From an optimization exercise on the open Yosys and OpenROAD flow, aimed at small area, a short achievable clock period and few clock cycles per item; shortcuts taken in it are not production practice.
In this exercise RTL edits were held to simulation tests only and were not proved equivalent to the original.
Power figures rest on the tool's default switching activity, not on a simulated workload.

Design pid_heading_controller_core, start of the top module:
module pid_heading_controller_core (
    input  wire logic                                i_clk,
    input  wire logic                                i_rst_n,
    input  wire logic                                psel,
    input  wire logic                                penable,
    input  wire logic                                pwrite,
    input  wire logic [phc_pkg::ADDR_W-1:0]          paddr,
    input  wire logic [phc_pkg::DATA_W-1:0]          pwdata,
    output logic      [phc_pkg::DATA_W-1:0]          prdata,
    output logic                                     pready,
    input  wire logic                                i_in_valid,
    output logic                                     o_in_stall,
    input  wire logic signed [phc_pkg::ANGLE_W-1:0]  i_measured_angle,
    output logic                                     o_out_valid,
    input  wire logic                                i_out_stall,
    output logic signed [phc_pkg::DRIVE_W-1:0]       o_drive_cmd,
    output logic                                     o_clamped
);
Size: about 5400 cells after synthesis, ~700 flip-flops, ~110 I/O pins, ~53000 um^2 of cells after synthesis.
Settings: LEC_CHECK=0, ABC_AREA=1, CAP_MARGIN=20, CORE_MARGIN=2, CORE_UTILIZATION=60, CTS_CLUSTER_DIAMETER=100, CTS_CLUSTER_SIZE=30, PLACE_DENSITY=0.7, SETUP_SLACK_MARGIN=4.8, SLEW_MARGIN=20, SYNTH_HIERARCHICAL=1, SYNTH_MINIMUM_KEEP_SIZE=0; clock period 8.0 ns.
run.sh (not shown) runs the stock make flow with config.mk's settings and CLKGATE_MAP_FILE= SYNTH_SCRIPT=/design/flow/synth_recipe.tcl, a recipe that flattens the netlist after the stock synthesis.
Testbench counts at the start, summed over its fixed seeds: cycles 17,224, items 16,000.
==> next run, changes <==
Settings changed: CTS_CLUSTER_SIZE 30 to 22, PLACE_DENSITY 0.7 to 0.75, SETUP_SLACK_MARGIN 4.8 to 4.9.
=> The changed run finished with timing, DRC and antenna clean. Clock-buffer cell count went up by 10. Wire length went up by a few percent. First-iteration DRC count went up by a few percent. Power went up by a few percent.
==> next run, changes <==
Settings changed: CTS_CLUSTER_DIAMETER 100 to default, CTS_CLUSTER_SIZE 22 to default, PLACE_DENSITY 0.75 to 0.7, SETUP_SLACK_MARGIN 4.9 to 4.8.
=> The changed run ran to the end with no violations; die area is unchanged; sequential cell count does not change; worst setup slack gets worse by 170 ps.

========
job 6441:
pid_heading_controller_core again, from the RTL that the note above started with.
clock: 8.0 ns
lec_check: 0
abc_area: 1
cap_margin: 20
core_margin: 2
core_utilization: 60
cts_cluster_diameter: 150
cts_cluster_size: 30
place_density: 0.7
setup_slack_margin: 4.8
slew_margin: 20
synth_hierarchical: 1
synth_minimum_keep_size: 0
Job 6441: all stages complete, timing, DRC and antenna checks passed
Testbench counts of job 6441, summed over its fixed seeds: cycles 17,224, items 16,000.
Relative to job 6441, the following input files were edited for job 360:
# job 6441
export LEC_CHECK = 0
export ABC_AREA = 1
export CAP_MARGIN = 20
export CORE_MARGIN = 2
export CORE_UTILIZATION = 60
export CTS_CLUSTER_DIAMETER = 150
export CTS_CLUSTER_SIZE = 30
export PLACE_DENSITY = 0.7
export SETUP_SLACK_MARGIN = 4.8
export SLEW_MARGIN = 20
export SYNTH_HIERARCHICAL = 1
export SYNTH_MINIMUM_KEEP_SIZE = 0
create_clock -name core_clock -period 8.0 [get_ports {i_clk}]
# job 360
export LEC_CHECK = 0
export ABC_AREA = 1
export CAP_MARGIN = 20
export CORE_MARGIN = 2
export CORE_UTILIZATION = 60
export CTS_CLUSTER_DIAMETER = 100
export CTS_CLUSTER_SIZE = 22
export PLACE_DENSITY = 0.75
export SETUP_SLACK_MARGIN = 5.0
export SLEW_MARGIN = 20
export SYNTH_HIERARCHICAL = 1
export SYNTH_MINIMUM_KEEP_SIZE = 0
create_clock -name core_clock -period 8.0 [get_ports {i_clk}]
Notes after the runs:
Job 360 vs job 6441 — first-pass GRT wire length climbed by a few percent
Compare job 6441 and job 360 | normalized max-slew margin lower: job 6441
Job 6441 consumes less power than job 360.
Summary of job 360 over job 6441: setup slack of the most critical reg-to-reg path has increased, power share of the clock group now sits higher, worst endpoint data arrival time dropped 0.23 ns.
The inputs of job 5686 differ from those of job 360 as listed below.
# job 360
export LEC_CHECK = 0
export ABC_AREA = 1
export CAP_MARGIN = 20
export CORE_MARGIN = 2
export CORE_UTILIZATION = 60
export CTS_CLUSTER_DIAMETER = 100
export CTS_CLUSTER_SIZE = 22
export PLACE_DENSITY = 0.75
export SETUP_SLACK_MARGIN = 5.0
export SLEW_MARGIN = 20
export SYNTH_HIERARCHICAL = 1
export SYNTH_MINIMUM_KEEP_SIZE = 0
create_clock -name core_clock -period 8.0 [get_ports {i_clk}]
# job 5686
export LEC_CHECK = 0
export ABC_AREA = 1
export CAP_MARGIN = 20
export CORE_MARGIN = 2
export CORE_UTILIZATION = 60
export CTS_CLUSTER_DIAMETER = 100
export CTS_CLUSTER_SIZE = 22
export PLACE_DENSITY = 0.8
export SETUP_SLACK_MARGIN = 5.0
export SLEW_MARGIN = 20
export SYNTH_HIERARCHICAL = 1
export SYNTH_MINIMUM_KEEP_SIZE = 0
create_clock -name core_clock -period 8.0 [get_ports {i_clk}]
--- outcome ---
Taking job 360 as the reference, in job 5686 final core utilization saw little to no change; number of cells in the design after placement shows no meaningful change; overall power of the completed layout shows an increase of about 0.7%.

========
== north ==
pid_heading_controller_core again, from the RTL that the note above started with.
Settings: LEC_CHECK=0, ABC_AREA=1, CAP_MARGIN=20, CORE_MARGIN=2, CORE_UTILIZATION=60, CTS_CLUSTER_DIAMETER=100, CTS_CLUSTER_SIZE=22, PLACE_DENSITY=0.7, SETUP_SLACK_MARGIN=4.8, SLEW_MARGIN=20, SYNTH_HIERARCHICAL=1, SYNTH_MINIMUM_KEEP_SIZE=0; clock period 8.0 ns.
Testbench counts of north, summed over its fixed seeds: cycles 17,224, items 16,000.
Here is what was changed in the inputs of south compared with north.
# north
export LEC_CHECK = 0
export ABC_AREA = 1
export CAP_MARGIN = 20
export CORE_MARGIN = 2
export CORE_UTILIZATION = 60
export CTS_CLUSTER_DIAMETER = 100
export CTS_CLUSTER_SIZE = 22
export PLACE_DENSITY = 0.7
export SETUP_SLACK_MARGIN = 4.8
export SLEW_MARGIN = 20
export SYNTH_HIERARCHICAL = 1
export SYNTH_MINIMUM_KEEP_SIZE = 0
create_clock -name core_clock -period 8.0 [get_ports {i_clk}]
# south
export LEC_CHECK = 0
export ABC_AREA = 1
export CAP_MARGIN = 20
export CORE_MARGIN = 2
export CORE_UTILIZATION = 60
export CTS_CLUSTER_DIAMETER = 100
export CTS_CLUSTER_SIZE = 22
export PLACE_DENSITY = 0.8
export SETUP_SLACK_MARGIN = 4.9
export SLEW_MARGIN = 20
export SYNTH_HIERARCHICAL = 1
export SYNTH_MINIMUM_KEEP_SIZE = 0
create_clock -name core_clock -period 8.0 [get_ports {i_clk}]
Results
south finished end to end and its layout was clean on timing, DRC and antenna.
Status: final hold slack parity (south, north)
Between south and north, clock buffer count in the final layout is lower for south, north comes in above that.
Design internal power across south and north: no real change.
Clock network power delta (south − north): favourable
[compare] base=north new=south: met1 track demand over resource in global routing shows a reduction of 0.97 points; net count of the finished layout shows an increase of 29; post-route cell area shows an increase of 0.62%; routed wire length shows an increase of about 2.2%.

-- afterwards: timing with drivers on the ports --
No port has a modelled driver above. Below, the same layouts with a new extraction and two added sets of constraints. Step 1, drivers: a clkbuf_16 drives i_clk and a buf_2 each remaining input, both assumed. Step 2 adds t to the input delays and takes it off the output delays; t is the mean of the earliest and latest rising clock arrival at the registers after step 1. Input paths then give back, and output paths get back, about the clock's delay inside the block. Three values: ideal, step 1, step 2; two values: the first two.
run | t (ns) | setup WS [ns] | latest minus earliest clock arrival (ns) | worst slew at a driven data input, ns | pins driven straight from the clock port
the first run of note 1 | 0.747 | 4.743 / 4.743 / 4.186 | 0.052 / 0.052 | 0.09 | 1
the second run of note 1 | 0.694 | 4.864 / 4.864 / 4.249 | 0.042 / 0.042 | 0.05 | 1
the third run of note 1 | 0.723 | 4.693 / 4.693 / 4.174 | 0.074 / 0.074 | 0.10 | 1
job 6441 | 0.714 | 4.743 / 4.743 / 4.132 | 0.031 / 0.031 | 0.09 | 1
job 360 | 0.681 | 4.928 / 4.928 / 4.392 | 0.060 / 0.060 | 0.04 | 1
job 5686 | 0.688 | 4.954 / 4.954 / 4.381 | 0.052 / 0.052 | 0.06 | 1
north | 0.674 | 4.725 / 4.725 / 4.209 | 0.051 / 0.052 | 0.09 | 1
south | 0.680 | 4.864 / 4.856 / 4.296 | 0.049 / 0.048 | 0.06 | 1
After both steps every run listed still meets setup and hold. For the second run of note 1, which loses most, drivers alone change the setup slack by 0.000 ns; drivers and shift together by -0.615 ns.
